From an optimization exercise on the open Yosys and OpenROAD flow, aimed at small area, a short achievable clock period and few clock cycles per item; shortcuts taken in it are not production practice. The RTL was checked by simulation tests, not by an equivalence proof against the original design.

==> inputs of raven <==
==> flow/design.v <==
package heap_layout_pkg;
  localparam int DATA_W = 16;
  localparam logic [DATA_W-1:0] BLOCK_HEADER_SIZE = 16'd8;
  localparam logic [DATA_W-1:0] MIN_ALLOC_SIZE    = 16'd16;
  localparam logic [DATA_W-1:0] LIST_HEAD_ADDR = 16'h0010;   
  localparam logic [DATA_W-1:0] HEAP_BASE      = 16'h0020;
  localparam logic [DATA_W-1:0] HEAP_BYTES     = 16'd256;
  localparam int STORE_DEPTH = 34;
  localparam int SLOT_SHIFT  = $clog2(BLOCK_HEADER_SIZE);
  localparam int SLOT_IDX_W  = $clog2(STORE_DEPTH);
  localparam int HEAP_SLOT   = (HEAP_BASE - LIST_HEAD_ADDR) / BLOCK_HEADER_SIZE;
  typedef struct packed {
    logic [DATA_W-1:0] addr;
    logic [DATA_W-1:0] size;
    logic [DATA_W-1:0] next_addr;   
  } header_t;
endpackage
package heap_bus_pkg;
  typedef enum logic [1:0] {
    LOAD            = 2'd0,
    WRITE_SIZE_NEXT = 2'd1,   
    WRITE_NEXT      = 2'd2    
  } store_op_e;
  typedef enum logic [3:0] {
    IDLE,
    SEARCH_WAIT,
    ALLOC_CHECK,
    FIT_WAIT,
    SPLIT_WAIT,
    FREE_CHECK,
    TARGET_WAIT,
    MERGE_CHECK,
    RIGHT_WAIT,
    MERGE_WRITE,
    MERGE_WAIT,
    LINK_WAIT,
    RESULT
  } seq_state_e;
  typedef enum logic [1:0] {
    NONE,
    LEFT,
    RIGHT,
    BOTH
  } free_merge_e;
endpackage
`timescale 1ns/1ps
module heap_alloc_top (
  input  logic        clk_i,
  input  logic        rst_ni,
  input  logic        req_valid_i,
  input  logic        req_is_alloc_i,
  input  logic [15:0] req_size_i,
  input  logic [15:0] req_addr_i,
  output logic        req_ready_o,
  output logic        res_valid_o,
  output logic [15:0] res_addr_o,
  input  logic        res_ready_i
);
  localparam int NS = 32;   
  localparam int NP = 16;   
  function automatic logic ge8(input logic [7:0] a, input logic [7:0] b);
    logic [7:0] g1, l1;
    logic [3:0] g2, l2;
    logic [1:0] g3, l3;
    logic       l4;
    g1 = a & ~b;
    l1 = ~a & b;
    for (int k = 0; k < 4; k++) begin
      g2[k] = g1[2*k+1] | (~l1[2*k+1] & g1[2*k]);
      l2[k] = l1[2*k+1] | (~g1[2*k+1] & l1[2*k]);
    end
    for (int k = 0; k < 2; k++) begin
      g3[k] = g2[2*k+1] | (~l2[2*k+1] & g2[2*k]);
      l3[k] = l2[2*k+1] | (~g2[2*k+1] & l2[2*k]);
    end
    l4  = l3[1] | (~g3[1] & l3[0]);
    ge8 = ~l4;
  endfunction
  function automatic logic lt5(input logic [4:0] a, input logic [4:0] b);
    logic g, l;
    g = 1'b0;
    l = 1'b0;
    for (int k = 4; k >= 0; k--) begin
      l = l | (~g & ~a[k] & b[k]);
      g = g | (~l & a[k] & ~b[k]);
    end
    lt5 = l;
  endfunction
  function automatic logic gt3(input logic [2:0] a, input logic [2:0] b);
    gt3 = (a[2] & ~b[2]) |
          ((a[2] | ~b[2]) & a[1] & ~b[1]) |
          ((a[2] | ~b[2]) & (a[1] | ~b[1]) & a[0] & ~b[0]);
  endfunction
  function automatic logic [NS-1:0] pre_or32(input logic [NS-1:0] x);
    logic [NS-1:0] y;
    y = x;
    for (int d = 1; d < NS; d = d * 2) begin
      for (int i = NS - 1; i >= d; i--) y[i] = y[i] | y[i-d];
    end
    pre_or32 = y;
  endfunction
  function automatic logic [NS-1:0] suf_or32(input logic [NS-1:0] x);
    logic [NS-1:0] y;
    y = x;
    for (int d = 1; d < NS; d = d * 2) begin
      for (int i = 0; i < NS - d; i++) y[i] = y[i] | y[i+d];
    end
    suf_or32 = y;
  endfunction
  function automatic logic [NS-1:0] pre_two32(input logic [NS-1:0] x);
    logic [NS-1:0] a, t;
    a = x;
    t = '0;
    for (int d = 1; d < NS; d = d * 2) begin
      for (int i = NS - 1; i >= d; i--) begin
        t[i] = t[i] | t[i-d] | (a[i] & a[i-d]);
        a[i] = a[i] | a[i-d];
      end
    end
    pre_two32 = t;
  endfunction
  function automatic logic [NP-1:0] pre_or16(input logic [NP-1:0] x);
    logic [NP-1:0] y;
    y = x;
    for (int d = 1; d < NP; d = d * 2) begin
      for (int i = NP - 1; i >= d; i--) y[i] = y[i] | y[i-d];
    end
    pre_or16 = y;
  endfunction
  logic       in_v_q, in_alloc_q;
  logic [7:0] in_n_q;    
  logic [5:0] in_q1_q;   
  logic [5:0] in_q3_q;   
  logic       go;
  logic [7:0] n_sat;
  assign req_ready_o = ~in_v_q | go;
  assign n_sat       = (req_size_i > 16'd248) ? 8'hFF : req_size_i[7:0];
  always_ff @(posedge clk_i) begin
    if (!rst_ni) begin
      in_v_q <= 1'b0;
    end else begin
      in_v_q <= (req_valid_i & req_ready_o) | (in_v_q & ~go);
    end
  end
  always_ff @(posedge clk_i) begin
    if (req_valid_i & req_ready_o) begin
      in_alloc_q <= req_is_alloc_i;
      in_n_q     <= req_is_alloc_i ? n_sat : (req_addr_i[7:0] - 8'h20);
      in_q1_q    <= {1'b0, n_sat[7:3]} + 6'd1;
      in_q3_q    <= {1'b0, n_sat[7:3]} + 6'd3;
    end
  end
  logic [2:0] r;
  logic [8:0] n8;   
  assign r  = in_n_q[2:0];
  assign n8 = {in_q1_q, r};
  logic [NS-1:0] h_q, f_q;
  logic [2:0]    off_q [NS];
  logic [7:0]    sz_q  [NP];
  logic [NP-1:0] pf, pw, fitp, selp;
  logic [2:0]    offf [NP];
  logic          any;
  logic [NS-1:0] s1;
  always_comb begin
    logic [NP-1:0] seen;
    for (int k = 0; k < NP; k++) begin
      pf[k]   = f_q[2*k] | f_q[2*k+1];
      pw[k]   = f_q[2*k+1];
      offf[k] = pw[k] ? off_q[2*k+1] : off_q[2*k];
      fitp[k] = pf[k] & ge8(sz_q[k], in_n_q);
    end
    seen = pre_or16(fitp);
    selp[0] = fitp[0];
    for (int k = 1; k < NP; k++) selp[k] = fitp[k] & ~seen[k-1];
    any = seen[NP-1];
    for (int k = 0; k < NP; k++) begin
      s1[2*k]   = selp[k] & ~pw[k];
      s1[2*k+1] = selp[k] & pw[k];
    end
  end
  logic [4:0]    a_slot;
  logic [NS-1:0] a_dec, a_lt, a_gt, p_dec, n_dec, nn_dec;
  logic [NP-1:0] a_pdec, p_pdec;
  logic          left, right;
  assign a_slot = in_n_q[7:3];
  always_comb begin
    logic [NS-1:0] hb, ha, sb, sa, ta;
    for (int i = 0; i < NS; i++) begin
      a_dec[i] = (a_slot == 5'(i));
      a_gt[i]  = lt5(a_slot, 5'(i));
      a_lt[i]  = lt5(5'(i), a_slot);
    end
    hb = h_q & a_lt;
    ha = h_q & a_gt;
    sb = suf_or32(hb);
    sa = pre_or32(ha);
    ta = pre_two32(ha);
    p_dec[NS-1]  = hb[NS-1];
    n_dec[0]     = ha[0];
    nn_dec[0]    = 1'b0;
    for (int i = 0; i < NS - 1; i++) p_dec[i] = hb[i] & ~sb[i+1];
    for (int i = 1; i < NS; i++) begin
      n_dec[i]  = ha[i] & ~sa[i-1];
      nn_dec[i] = ha[i] & sa[i-1] & ~ta[i-1];
    end
    left  = |(p_dec & f_q);
    right = |(n_dec & f_q);
    for (int k = 0; k < NP; k++) begin
      a_pdec[k] = a_dec[2*k] | a_dec[2*k+1];
      p_pdec[k] = p_dec[2*k] | p_dec[2*k+1];
    end
  end
  logic [7:0] e8_n, e8_nn, e8;
  always_comb begin
    e8_n  = '0;
    e8_nn = '0;
    for (int i = 1; i < NS; i++) begin
      e8_n  = e8_n  | ({8{n_dec[i]}}  & {5'(i - 1), off_q[i]});
      e8_nn = e8_nn | ({8{nn_dec[i]}} & {5'(i - 1), off_q[i]});
    end
    if (!(|n_dec))  e8_n  = 8'd248;   
    if (!(|nn_dec)) e8_nn = 8'd248;
    e8 = right ? e8_nn : e8_n;
  end
  logic [7:0] s_sel, st, st_p;
  logic [2:0] o_sel;
  logic       w_sel;
  logic [3:0] k_sel;
  always_comb begin
    s_sel = '0;
    o_sel = '0;
    w_sel = 1'b0;
    k_sel = '0;
    st_p  = '0;
    for (int k = 0; k < NP; k++) begin
      s_sel = s_sel | ({8{selp[k]}} & sz_q[k]);
      o_sel = o_sel | ({3{selp[k]}} & offf[k]);
      w_sel = w_sel | (selp[k] & pw[k]);
      k_sel = k_sel | ({4{selp[k]}} & 4'(k));
      st_p  = st_p | ({8{p_pdec[k]}} & {4'(k), pw[k], offf[k]});
    end
  end
  assign st = {k_sel, w_sel, o_sel};
  logic          split;
  logic [2:0]    rem_off;
  logic [7:0]    rem;
  logic [NS-1:0] rem_dec;
  logic [NP-1:0] rem_pdec;
  assign split   = any & ~in_q3_q[5] & ge8(s_sel, {in_q3_q[4:0], r});
  assign rem     = st + n8[7:0];   
  assign rem_off = rem[2:0];
  always_comb begin
    for (int i = 0; i < NS; i++) rem_dec[i] = (rem[7:3] == 5'(i));
    for (int k = 0; k < NP; k++) rem_pdec[k] = rem_dec[2*k] | rem_dec[2*k+1];
  end
  logic [7:0] sub_a, sub_b, sz_wdata;
  assign sub_a    = in_alloc_q ? s_sel : e8;
  assign sub_b    = in_alloc_q ? n8[7:0] : (left ? st_p : in_n_q);
  assign sz_wdata = sub_a - sub_b;
  logic [NS-1:0] h_set, h_clr, f_set, f_clr;
  logic [NP-1:0] sz_we;
  always_comb begin
    for (int i = 0; i < NS; i++) begin
      h_set[i] = go & in_alloc_q & split & rem_dec[i];
      h_clr[i] = go & ~in_alloc_q & ((a_dec[i] & left) | (n_dec[i] & right));
      f_set[i] = h_set[i] | (go & ~in_alloc_q & a_dec[i] & ~left);
      f_clr[i] = (go & in_alloc_q & s1[i]) | (go & ~in_alloc_q & n_dec[i] & right);
    end
    for (int k = 0; k < NP; k++) begin
      sz_we[k] = go & (in_alloc_q ? (split & rem_pdec[k]) : (left ? p_pdec[k] : a_pdec[k]));
    end
  end
  for (genvar i = 0; i < NS; i++) begin : g_slot
    logic       h_r, f_r;
    logic [2:0] off_r;
    if (i == 0) begin : g_base
      assign h_r   = 1'b1;
      assign off_r = 3'd0;
    end else begin : g_hdr
      always_ff @(posedge clk_i) begin
        if (!rst_ni) begin
          h_r <= 1'b0;
        end else if (h_set[i]) begin
          h_r <= 1'b1;
        end else if (h_clr[i]) begin
          h_r <= 1'b0;
        end
      end
      always_ff @(posedge clk_i) begin
        if (h_set[i]) off_r <= rem_off;
      end
    end
    always_ff @(posedge clk_i) begin
      if (!rst_ni) begin
        f_r <= (i == 0);
      end else if (f_set[i]) begin
        f_r <= 1'b1;
      end else if (f_clr[i]) begin
        f_r <= 1'b0;
      end
    end
    assign h_q[i]   = h_r;
    assign f_q[i]   = f_r;
    assign off_q[i] = off_r;
  end
  for (genvar k = 0; k < NP; k++) begin : g_pair
    logic [7:0] sz_r;
    always_ff @(posedge clk_i) begin
      if (!rst_ni && k == 0) begin
        sz_r <= 8'd248;
      end else if (sz_we[k]) begin
        sz_r <= sz_wdata;
      end
    end
    assign sz_q[k] = sz_r;
  end
  logic       out_v_q;
  logic [8:0] out_addr_q;
  assign go          = in_v_q & (~out_v_q | res_ready_i);
  assign res_valid_o = out_v_q;
  assign res_addr_o  = {7'd0, out_addr_q};
  always_ff @(posedge clk_i) begin
    if (!rst_ni) begin
      out_v_q <= 1'b0;
    end else if (go) begin
      out_v_q <= 1'b1;
    end else if (res_ready_i) begin
      out_v_q <= 1'b0;
    end
  end
  always_ff @(posedge clk_i) begin
    if (go) out_addr_q <= (in_alloc_q & any) ? ({1'b0, st} + 9'h20) : 9'd0;
  end
endmodule
==> flow/run.sh <==
#!/bin/bash
# synth_recipe.tcl (not shown) runs the flow's synth.tcl, then flattens the netlist and writes it again
# the make line also repeats each setting of config.mk as NAME=value (left out here)
make -C /OpenROAD-flow-scripts/flow DESIGN_CONFIG=/design/flow/config.mk WORK_HOME=/design/flow/orfs CLKGATE_MAP_FILE= SYNTH_SCRIPT=/design/flow/synth_recipe.tcl finish
==> flow/config.mk <==
export PLATFORM = sky130hd
export DESIGN_NAME = heap_alloc_top
export DESIGN_NICKNAME = heap_alloc_top
export VERILOG_FILES = /design/flow/design.v
export SDC_FILE = /design/flow/constraint.sdc
export NUM_CORES = 4
export LEC_CHECK = 0
export CAP_MARGIN = 20
export CORE_MARGIN = 2
export CORE_UTILIZATION = 45
export SLEW_MARGIN = 20
==> flow/constraint.sdc <==
create_clock -name core_clock -period 6.0 [get_ports {clk_i}]
set_input_delay 1.2000 -clock core_clock [delete_from_list [all_inputs] [get_ports {clk_i}]]
set_output_delay 1.2000 -clock core_clock [all_outputs]
set_load 0.01 [all_outputs]
==> inputs of indigo, as changes to raven <==
--- a/flow/design.v
+++ b/flow/design.v
@@ -44,6 +44,67 @@
   } free_merge_e;
 endpackage
 `timescale 1ns/1ps
+module heap_sub8 (
+  input  logic [7:0] a,
+  input  logic [7:0] b,
+  output logic [7:0] d
+);
+  logic [7:0] x, g0, p0, g1, p1, g2, p2, g3;
+  assign x  = ~(a ^ b);
+  assign g0 = (a & ~b) | {7'd0, (a[0] | ~b[0])};   
+  assign p0 = a | ~b;
+  for (genvar i = 0; i < 8; i++) begin : g_ks
+    if (i >= 1) begin : g_1
+      assign g1[i] = g0[i] | (p0[i] & g0[i-1]);
+      assign p1[i] = p0[i] & p0[i-1];
+    end else begin : g_1n
+      assign g1[i] = g0[i];
+      assign p1[i] = p0[i];
+    end
+    if (i >= 2) begin : g_2
+      assign g2[i] = g1[i] | (p1[i] & g1[i-2]);
+      assign p2[i] = p1[i] & p1[i-2];
+    end else begin : g_2n
+      assign g2[i] = g1[i];
+      assign p2[i] = p1[i];
+    end
+    if (i >= 4) begin : g_3
+      assign g3[i] = g2[i] | (p2[i] & g2[i-4]);
+    end else begin : g_3n
+      assign g3[i] = g2[i];
+    end
+  end
+  assign d[0] = ~x[0];
+  for (genvar i = 1; i < 8; i++) begin : g_sum
+    assign d[i] = x[i] ^ g3[i-1];
+  end
+endmodule
+module heap_ge3 (
+  input  logic [7:0] a,
+  input  logic [7:0] b,
+  input  logic [7:0] c,
+  output logic       ge
+);
+  logic [9:0] x, y, z, s, t, g, p;
+  assign x = {2'b00, a};
+  assign y = ~{2'b00, b};
+  assign z = ~{2'b00, c};
+  assign s = x ^ y ^ z;
+  assign t = {((x[8:0] & y[8:0]) | (x[8:0] & z[8:0]) | (y[8:0] & z[8:0])), 1'b1};   
+  always_comb begin
+    g = s & t;
+    p = s | t;
+    g[0] = g[0] | p[0];   
+    for (int d = 1; d < 10; d = d * 2) begin
+      for (int i = 9; i >= d; i--) begin
+        g[i] = g[i] | (p[i] & g[i-d]);
+        p[i] = p[i] & p[i-d];
+      end
+    end
+  end
+  assign ge = ~(s[9] ^ t[9] ^ g[8]);
+endmodule
+`timescale 1ns/1ps
 module heap_alloc_top (
   input  logic        clk_i,
   input  logic        rst_ni,
@@ -107,18 +168,6 @@
     end
     suf_or32 = y;
   endfunction
-  function automatic logic [NS-1:0] pre_two32(input logic [NS-1:0] x);
-    logic [NS-1:0] a, t;
-    a = x;
-    t = '0;
-    for (int d = 1; d < NS; d = d * 2) begin
-      for (int i = NS - 1; i >= d; i--) begin
-        t[i] = t[i] | t[i-d] | (a[i] & a[i-d]);
-        a[i] = a[i] | a[i-d];
-      end
-    end
-    pre_two32 = t;
-  endfunction
   function automatic logic [NP-1:0] pre_or16(input logic [NP-1:0] x);
     logic [NP-1:0] y;
     y = x;
@@ -133,6 +182,8 @@
   logic [5:0] in_q3_q;   
   logic       go;
   logic [7:0] n_sat;
+  logic [15:0] cmp_q;    
+  logic [15:0] cmp_d;
   assign req_ready_o = ~in_v_q | go;
   assign n_sat       = (req_size_i > 16'd248) ? 8'hFF : req_size_i[7:0];
   always_ff @(posedge clk_i) begin
@@ -148,6 +199,7 @@
       in_n_q     <= req_is_alloc_i ? n_sat : (req_addr_i[7:0] - 8'h20);
       in_q1_q    <= {1'b0, n_sat[7:3]} + 6'd1;
       in_q3_q    <= {1'b0, n_sat[7:3]} + 6'd3;
+      cmp_q      <= cmp_d;
     end
   end
   logic [2:0] r;
@@ -157,7 +209,7 @@
   logic [NS-1:0] h_q, f_q;
   logic [2:0]    off_q [NS];
   logic [7:0]    sz_q  [NP];
-  logic [NP-1:0] pf, pw, fitp, selp;
+  logic [NP-1:0] pf, pw, fitp, selp, cp;
   logic [2:0]    offf [NP];
   logic          any;
   logic [NS-1:0] s1;
@@ -167,7 +219,8 @@
       pf[k]   = f_q[2*k] | f_q[2*k+1];
       pw[k]   = f_q[2*k+1];
       offf[k] = pw[k] ? off_q[2*k+1] : off_q[2*k];
-      fitp[k] = pf[k] & ge8(sz_q[k], in_n_q);
+      fitp[k] = pf[k] & cmp_q[k];
+      cp[k]   = gt3(offf[k], ~r);   
     end
     seen = pre_or16(fitp);
     selp[0] = fitp[0];
@@ -179,48 +232,38 @@
     end
   end
   logic [4:0]    a_slot;
-  logic [NS-1:0] a_dec, a_lt, a_gt, p_dec, n_dec, nn_dec;
-  logic [NP-1:0] a_pdec, p_pdec;
-  logic          left, right;
+  logic [NS-1:0] a_dec, a_lt, a_gt, pf_dec, nf_dec, e_dec;
+  logic [NP-1:0] a_pdec, pf_pdec;
+  logic          left, right, has_e;
   assign a_slot = in_n_q[7:3];
   always_comb begin
-    logic [NS-1:0] hb, ha, sb, sa, ta;
+    logic [NS-1:0] xb, xa, sb, sa;
     for (int i = 0; i < NS; i++) begin
       a_dec[i] = (a_slot == 5'(i));
       a_gt[i]  = lt5(a_slot, 5'(i));
       a_lt[i]  = lt5(5'(i), a_slot);
     end
-    hb = h_q & a_lt;
-    ha = h_q & a_gt;
-    sb = suf_or32(hb);
-    sa = pre_or32(ha);
-    ta = pre_two32(ha);
-    p_dec[NS-1]  = hb[NS-1];
-    n_dec[0]     = ha[0];
-    nn_dec[0]    = 1'b0;
-    for (int i = 0; i < NS - 1; i++) p_dec[i] = hb[i] & ~sb[i+1];
-    for (int i = 1; i < NS; i++) begin
-      n_dec[i]  = ha[i] & ~sa[i-1];
-      nn_dec[i] = ha[i] & sa[i-1] & ~ta[i-1];
-    end
-    left  = |(p_dec & f_q);
-    right = |(n_dec & f_q);
+    xb = h_q & ~f_q & a_lt;   
+    xa = h_q & ~f_q & a_gt;   
+    sb = suf_or32(xb);
+    sa = pre_or32(xa);
+    pf_dec = f_q & a_lt & ~sb;
+    nf_dec = f_q & a_gt & ~sa;
+    e_dec[0] = xa[0];
+    for (int i = 1; i < NS; i++) e_dec[i] = xa[i] & ~sa[i-1];
+    has_e = sa[NS-1];
+    left  = |pf_dec;
+    right = |nf_dec;
     for (int k = 0; k < NP; k++) begin
-      a_pdec[k] = a_dec[2*k] | a_dec[2*k+1];
-      p_pdec[k] = p_dec[2*k] | p_dec[2*k+1];
+      a_pdec[k]  = a_dec[2*k] | a_dec[2*k+1];
+      pf_pdec[k] = pf_dec[2*k] | pf_dec[2*k+1];
     end
   end
-  logic [7:0] e8_n, e8_nn, e8;
+  logic [7:0] e8;
   always_comb begin
-    e8_n  = '0;
-    e8_nn = '0;
-    for (int i = 1; i < NS; i++) begin
-      e8_n  = e8_n  | ({8{n_dec[i]}}  & {5'(i - 1), off_q[i]});
-      e8_nn = e8_nn | ({8{nn_dec[i]}} & {5'(i - 1), off_q[i]});
-    end
-    if (!(|n_dec))  e8_n  = 8'd248;   
-    if (!(|nn_dec)) e8_nn = 8'd248;
-    e8 = right ? e8_nn : e8_n;
+    e8 = '0;
+    for (int i = 1; i < NS; i++) e8 = e8 | ({8{e_dec[i]}} & {5'(i - 1), off_q[i]});
+    if (!has_e) e8 = 8'd248;   
   end
   logic [7:0] s_sel, st, st_p;
   logic [2:0] o_sel;
@@ -237,37 +280,43 @@
       o_sel = o_sel | ({3{selp[k]}} & offf[k]);
       w_sel = w_sel | (selp[k] & pw[k]);
       k_sel = k_sel | ({4{selp[k]}} & 4'(k));
-      st_p  = st_p | ({8{p_pdec[k]}} & {4'(k), pw[k], offf[k]});
+      st_p  = st_p | ({8{pf_pdec[k]}} & {4'(k), pw[k], offf[k]});
     end
   end
   assign st = {k_sel, w_sel, o_sel};
   logic          split;
   logic [2:0]    rem_off;
-  logic [7:0]    rem;
-  logic [NS-1:0] rem_dec;
+  logic [NS-1:0] u, rem_dec;
   logic [NP-1:0] rem_pdec;
   assign split   = any & ~in_q3_q[5] & ge8(s_sel, {in_q3_q[4:0], r});
-  assign rem     = st + n8[7:0];   
-  assign rem_off = rem[2:0];
+  assign rem_off = o_sel + r;
   always_comb begin
-    for (int i = 0; i < NS; i++) rem_dec[i] = (rem[7:3] == 5'(i));
+    for (int i = 0; i < NS; i++) begin
+      u[i] = (s1[i] & ~cp[i/2]) | ((i > 0) ? (s1[(i+NS-1)%NS] & cp[((i+NS-1)%NS)/2]) : 1'b0);
+    end
+    rem_dec = u << in_q1_q;
     for (int k = 0; k < NP; k++) rem_pdec[k] = rem_dec[2*k] | rem_dec[2*k+1];
   end
   logic [7:0] sub_a, sub_b, sz_wdata;
   assign sub_a    = in_alloc_q ? s_sel : e8;
   assign sub_b    = in_alloc_q ? n8[7:0] : (left ? st_p : in_n_q);
-  assign sz_wdata = sub_a - sub_b;
+  heap_sub8 sub_i (.a(sub_a), .b(sub_b), .d(sz_wdata));
+  logic       wr_ge;
+  heap_ge3 wr_ge_i (.a(sub_a), .b(sub_b), .c(n_sat), .ge(wr_ge));
+  always_comb begin
+    for (int k = 0; k < NP; k++) cmp_d[k] = sz_we[k] ? wr_ge : ge8(sz_q[k], n_sat);
+  end
   logic [NS-1:0] h_set, h_clr, f_set, f_clr;
   logic [NP-1:0] sz_we;
   always_comb begin
     for (int i = 0; i < NS; i++) begin
       h_set[i] = go & in_alloc_q & split & rem_dec[i];
-      h_clr[i] = go & ~in_alloc_q & ((a_dec[i] & left) | (n_dec[i] & right));
+      h_clr[i] = go & ~in_alloc_q & ((a_dec[i] & left) | nf_dec[i]);
       f_set[i] = h_set[i] | (go & ~in_alloc_q & a_dec[i] & ~left);
-      f_clr[i] = (go & in_alloc_q & s1[i]) | (go & ~in_alloc_q & n_dec[i] & right);
+      f_clr[i] = (go & in_alloc_q & s1[i]) | (go & ~in_alloc_q & nf_dec[i]);
     end
     for (int k = 0; k < NP; k++) begin
-      sz_we[k] = go & (in_alloc_q ? (split & rem_pdec[k]) : (left ? p_pdec[k] : a_pdec[k]));
+      sz_we[k] = go & (in_alloc_q ? (split & rem_pdec[k]) : (left ? pf_pdec[k] : a_pdec[k]));
     end
   end
   for (genvar i = 0; i < NS; i++) begin : g_slot
Settings changed: CORE_UTILIZATION 45 to 55, SETUP_SLACK_MARGIN from default to 0.2, SYNTH_HIERARCHICAL from default to 1, SYNTH_MINIMUM_KEEP_SIZE from default to 0.
==> impl_metrics.csv <==
group,metric,value,unit
power_and_ir_drop,pg_clk,2.51,mW
power_and_ir_drop,comb_power_share,13.7,%
setup_path,cp.arrival,6.22,ns
cts,cts_resized,22,
timing,fin_crit_sh,95.39,%
run_status,outcome,"timing/DRC/antenna clean",
placed_design,dp_hpwl,94840,um
placed_design,dpl_cell_area,27790,um^2
setup_path,setup.worst_path.start,"in_n_q[6]",
drt,vias,28510,
drt,dr.pass1.iters,10,
synthesis,synth_xor_area_share,0.7203,%
drt,dr_wl_met2,49630,um
The numbers above come from indigo.

==> impl_metrics.csv <==
group,metric,value,unit
timing,worst_slack,-0.2765,ns
run_status,outcome,"complete, but fails checks",
timing,fin_crit_sh,104.6,%
drt,vias,27340,
setup_path,setup.worst_path.start,"in_n_q[5]",
timing,finalSetupViolCount,140,
placed_design,dp_hpwl,96820,um
drt,dr_wl_met2,53150,um
run_status,violatedChecks,"negative setup slack",
cts,cts_resized,92,
synthesis,synth_xor_area_share,1.689,%
The numbers above come from raven.

Testbench counts of raven, summed over its fixed seeds: cycles 8,016, ops 8,000.
Testbench counts of indigo, summed over its fixed seeds: cycles 8,016, ops 8,000.

-- afterwards: timing with drivers on the ports --
How much do the figures lean on ideal ports? The routed layouts below were timed once more, with nothing changed but the port constraints. Step 1: set_driving_cell puts a clkbuf_16 on clk_i and a buf_2 on each other input, an assumption about the parent block. Step 2 moves the port delays by t, midway between the first and last clock arrival at a register: inputs arrive t later, outputs are due t later. That takes back most of the time a late clock gives input paths. a / b / c = ideal / step 1 / step 2; a / b = the first two.
run | t (ns) | setup slack, ns | slew at the worst register clock pin (ns) | worst slew at a driven data input, ns
raven | 0.591 | -0.276 / -0.276 / -0.276 | 0.07 / 0.07 | 0.06
indigo | 0.647 | 0.276 / 0.276 / 0.276 | 0.07 / 0.07 | 0.04
